This design comes from an exercise in tuning for small area, a short achievable clock period and few clock cycles per item on the open sky130 flow, not from production work.
RTL that was checked went through simulation tests only; none was proved equivalent to the original.
No activity file was given, so power comes from the tool's default toggle rates.

Setup of run 4:
==> module bat_datapath, before the edit <==
module bat_datapath (
   input  logic                            clock,
   input  logic                            reset,
   input  logic                            req_fire,
   input  logic [1:0]                      req_operation,
   input  logic [bat_pkg::ADDR_W-1:0]      req_address,
   output logic                            res_valid,
   output logic                            res_success,
   output logic [bat_pkg::COUNT_OUT_W-1:0] res_count
);
   localparam int N = bat_pkg::TABLE_ENTRIES;
   logic [bat_pkg::ADDR_W-1:0] addr_ff [N];
   logic [N-1:0]               valid_ff;
   logic [bat_pkg::CNT_W-1:0]  count_ff;
   logic                       v_ff;
   logic [1:0]                 op_ff;
   logic [bat_pkg::ADDR_W-1:0] key_ff;
   logic [N-1:0]               eq_ff;      
   logic                       fwd_ff;     
   logic [N-1:0]               ins_ff;     
   logic [N-1:0] eq_in;
   logic         fwd_in;
   logic [N-1:0] match, alloc, free_below;
   logic         hit, full, is_chk, is_set, is_del, is_clr, claim, drop;
   logic [N-1:0] valid_in;
   logic [bat_pkg::CNT_W-1:0] count_in;
   always_comb begin
      for (int i = 0; i < N; i++) begin
         eq_in[i] = (addr_ff[i] == req_address);
      end
      fwd_in = (key_ff == req_address);
   end
   always_ff @(posedge clock) begin
      if (reset) v_ff <= 1'b0;
      else       v_ff <= req_fire;
      op_ff  <= req_operation;
      key_ff <= req_address;
      eq_ff  <= eq_in;
      fwd_ff <= fwd_in;
   end
   always_comb begin
      is_chk = v_ff && (op_ff == bat_pkg::OP_CHECK);
      is_set = v_ff && (op_ff == bat_pkg::OP_SET);
      is_del = v_ff && (op_ff == bat_pkg::OP_DELETE);
      is_clr = v_ff && (op_ff == bat_pkg::OP_CLEAR);
      for (int i = 0; i < N; i++) begin
         match[i] = valid_ff[i] && (ins_ff[i] ? fwd_ff : eq_ff[i]);
      end
      hit  = |match;
      full = count_ff[bat_pkg::CNT_W-1];
      free_below[0] = 1'b0;
      for (int i = 1; i < N; i++) begin
         free_below[i] = free_below[i-1] || !valid_ff[i-1];
      end
      alloc = ~valid_ff & ~free_below;
      claim = is_set && !hit && !full;
      drop  = is_del && hit;
      for (int i = 0; i < N; i++) begin
         valid_in[i] = !is_clr && ((valid_ff[i] && !(is_del && match[i])) || (claim && alloc[i]));
      end
      if (is_clr)     count_in = '0;
      else if (claim) count_in = count_ff + bat_pkg::CNT_W'(1);
      else if (drop)  count_in = count_ff - bat_pkg::CNT_W'(1);
      else            count_in = count_ff;
      res_success = hit || is_clr || (is_set && !full);
   end
   assign res_valid = v_ff;
   assign res_count = bat_pkg::COUNT_OUT_W'(count_in);
   always_ff @(posedge clock) begin
      if (reset) begin
         valid_ff <= '0;
         count_ff <= '0;
      end else begin
         valid_ff <= valid_in;
         count_ff <= count_in;
      end
      ins_ff <= claim ? alloc : '0;
      for (int i = 0; i < N; i++) begin
         if (alloc[i]) addr_ff[i] <= key_ff;
      end
   end
endmodule
clock: 6.0 ns
lec_check: 0
cap_margin: 20
core_margin: 2
core_utilization: 65
cts_buf_list: sky130_fd_sc_hd__clkbuf_4 sky130_fd_sc_hd__clkbuf_8
setup_slack_margin: 3.7
slew_margin: 20
run.sh (not shown) runs the stock make flow with config.mk's settings and CLKGATE_MAP_FILE= SYNTH_SCRIPT=/design/flow/synth_recipe.tcl, a recipe that flattens the netlist after the stock synthesis.
## Diff of input files: run 5 against run 4
--- a/flow/design.v
+++ b/flow/design.v
@@ -82,8 +82,6 @@
    logic [bat_pkg::ADDR_W-1:0] key_ff;
    logic [N-1:0]               eq_ff;      
-   logic                       fwd_ff;     
-   logic [N-1:0]               ins_ff;     
    logic [N-1:0] eq_in;
-   logic         fwd_in;
+   logic         fwd;
    logic [N-1:0] match, alloc, free_below;
    logic         hit, full, is_chk, is_set, is_del, is_clr, claim, drop;
@@ -91,8 +89,8 @@
    logic [bat_pkg::CNT_W-1:0] count_in;
    always_comb begin
+      fwd = (key_ff == req_address);
       for (int i = 0; i < N; i++) begin
-         eq_in[i] = (addr_ff[i] == req_address);
+         eq_in[i] = alloc[i] ? fwd : (addr_ff[i] == req_address);
       end
-      fwd_in = (key_ff == req_address);
    end
    always_ff @(posedge clock) begin
@@ -102,5 +100,4 @@
       key_ff <= req_address;
       eq_ff  <= eq_in;
-      fwd_ff <= fwd_in;
    end
    always_comb begin
@@ -110,5 +107,5 @@
       is_clr = v_ff && (op_ff == bat_pkg::OP_CLEAR);
       for (int i = 0; i < N; i++) begin
-         match[i] = valid_ff[i] && (ins_ff[i] ? fwd_ff : eq_ff[i]);
+         match[i] = valid_ff[i] && eq_ff[i];
       end
       hit  = |match;
@@ -140,5 +137,4 @@
          count_ff <= count_in;
       end
-      ins_ff <= claim ? alloc : '0;
       for (int i = 0; i < N; i++) begin
          if (alloc[i]) addr_ff[i] <= key_ff;
--- outcome ---
After synthesis and placement, the instance count of run 5 is below that of run 4.
For the power share of the clock group, run 5 came in 0.8 points lower than run 4 did.
Run 5 reports its start point of the critical path as req_address[7] while run 4 reports u_ctrl.q_ff[0][3].
Run 5 vs. run 4: number of ordinary inverters in the final layout -2; total length of routed wires climbed about 3.3%; average routed wire per standard cell rose by 3.9%; met1 global-route usage up 3.1 points.
Testbench counts of run 5, summed over its fixed seeds: cycles 6,008, items 6,000.
Only the layout flow was run in run 4; the RTL was not checked for function there.


Another version of the RTL of breakpoint_address_table_unit (not shown whole).
Size in the first run: ~660 flip-flops, roughly 26000 um^2 of cells after synthesis.
==> module bat_ctrl, before the edit <==
module bat_ctrl (
   input  logic        clock,
   input  logic        reset,
   input  logic        req_valid,
   output logic        req_ready,
   output logic        req_fire,
   input  logic        pend_valid,   
   input  logic        res_valid,    
   input  logic        res_success,
   input  logic [bat_pkg::COUNT_OUT_W-1:0] res_count,
   output logic        rsp_valid,
   input  logic        rsp_ready,
   output logic        rsp_success,
   output logic [bat_pkg::COUNT_OUT_W-1:0] rsp_entry_count
);
   localparam int RW = bat_pkg::COUNT_OUT_W + 1;
   logic [3:0]    qv_ff;             
   logic [RW-1:0] q_ff [4];
   logic [RW-1:0] res;
   logic          pop;
   assign res = {res_success, res_count};
   assign pop = qv_ff[0] && rsp_ready;
   logic          ready_ff;
   logic [3:0]    qv_in;
   assign req_ready = ready_ff;
   assign req_fire  = req_valid && ready_ff;
   logic          ov_ff;
   logic [RW-1:0] o_ff;
   assign rsp_valid       = ov_ff;
   assign rsp_success     = o_ff[RW-1];
   assign rsp_entry_count = o_ff[RW-2:0];
   logic [3:0]    qv_sh, qv_push;
   logic [RW-1:0] q_sh [4];
   always_comb begin
      qv_sh   = pop ? {1'b0, qv_ff[3:1]} : qv_ff;
      q_sh[0] = pop ? q_ff[1] : q_ff[0];
      q_sh[1] = pop ? q_ff[2] : q_ff[1];
      q_sh[2] = pop ? q_ff[3] : q_ff[2];
      q_sh[3] = q_ff[3];
      qv_push = {4{res_valid}} & ~qv_sh & {qv_sh[2:0], 1'b1};
   end
   assign qv_in = qv_sh | qv_push;
   always_ff @(posedge clock) begin
      if (reset) begin
         qv_ff    <= '0;
         ready_ff <= 1'b1;
      end else begin
         qv_ff    <= qv_in;
         ready_ff <= req_fire ? (pend_valid ? !qv_in[1] : !qv_in[2])
                              : (pend_valid ? !qv_in[2] : !qv_in[3]);
      end
   end
   always_ff @(posedge clock) begin
      if (reset) ov_ff <= 1'b0;
      else       ov_ff <= qv_ff[1] || (ov_ff && !rsp_ready) || res_valid;
   end
   always_ff @(posedge clock) begin
      q_ff[0] <= !qv_sh[0] ? res : pop ? q_ff[1] : o_ff;
      o_ff    <= !qv_sh[0] ? res : pop ? q_ff[1] : q_ff[0];
      for (int k = 1; k < 4; k++) begin
         q_ff[k] <= qv_sh[k] ? q_sh[k] : res;
      end
   end
endmodule
clock: 6.0 ns
lec_check: 0
cap_margin: 20
core_margin: 2
core_utilization: 65
cts_buf_list: sky130_fd_sc_hd__clkbuf_16
cts_cluster_diameter: 100
cts_cluster_size: 30
setup_slack_margin: 3.8
slew_margin: 20
Edit:
--- a/flow/design.v
+++ b/flow/design.v
@@ -35,13 +35,11 @@
    logic          ready_ff;
    logic [3:0]    qv_in;
    assign req_ready = ready_ff;
    assign req_fire  = req_valid && ready_ff;
-   logic          ov_ff;
-   logic [RW-1:0] o_ff;
-   assign rsp_valid       = ov_ff;
-   assign rsp_success     = o_ff[RW-1];
-   assign rsp_entry_count = o_ff[RW-2:0];
+   assign rsp_valid       = qv_ff[0];
+   assign rsp_success     = q_ff[0][RW-1];
+   assign rsp_entry_count = q_ff[0][RW-2:0];
    logic [3:0]    qv_sh, qv_push;
    logic [RW-1:0] q_sh [4];
    always_comb begin
       qv_sh   = pop ? {1'b0, qv_ff[3:1]} : qv_ff;
@@ -62,15 +60,9 @@
                               : (pend_valid ? !qv_in[2] : !qv_in[3]);
       end
    end
    always_ff @(posedge clock) begin
-      if (reset) ov_ff <= 1'b0;
-      else       ov_ff <= qv_ff[1] || (ov_ff && !rsp_ready) || res_valid;
-   end
-   always_ff @(posedge clock) begin
-      q_ff[0] <= !qv_sh[0] ? res : pop ? q_ff[1] : o_ff;
-      o_ff    <= !qv_sh[0] ? res : pop ? q_ff[1] : q_ff[0];
-      for (int k = 1; k < 4; k++) begin
+      for (int k = 0; k < 4; k++) begin
          q_ff[k] <= qv_sh[k] ? q_sh[k] : res;
       end
    end
 endmodule
After rerunning:
- critical path depth drops by 6
- clock power is about the same
- utilization decreases by 2.3 points
- register-to-register slack gets better by 80 ps
- setup slack gets worse by 52 ps
- flip-flop and latch count went down by 7
- wire length is lower by 1.5%
- power fell by 1.0%
- maximum frequency drops by 2.3%
- non-clock buffer count drops by 65
Testbench counts after the change, summed over its fixed seeds: cycles 6,012, items 6,000.
No functional check of the RTL was part of the first run of this note.

## static timing again, ports no longer ideal
How much do the figures lean on ideal ports? The routed layouts below were timed once more, with nothing changed but the port constraints.
Step 1, drivers: a clkbuf_16 drives clock and a buf_2 each remaining input, both assumed.
Step 2 times the ports against the registers' clock, not the clock port: input delays grow and output delays shrink by t, the midpoint of the rising clock arrivals with the driver on.
Three values: no drivers, after step 1, after step 2; two values: the first two.
run	shift t [ns]	slack for setup (ns)	worst register clock-pin slew, ns
run 4	0.712	3.624 / 3.573 / 2.966	0.07 / 0.07
run 5	0.714	3.523 / 3.543 / 2.829	0.07 / 0.07
the first run of note 2	0.659	3.733 / 3.677 / 3.129	0.12 / 0.12
the second run of note 2	0.648	3.680 / 3.623 / 3.351	0.12 / 0.12
After both steps every run listed still meets setup and hold. For run 5, which loses most, drivers alone change the setup slack by +0.020 ns; drivers and shift together by -0.694 ns.
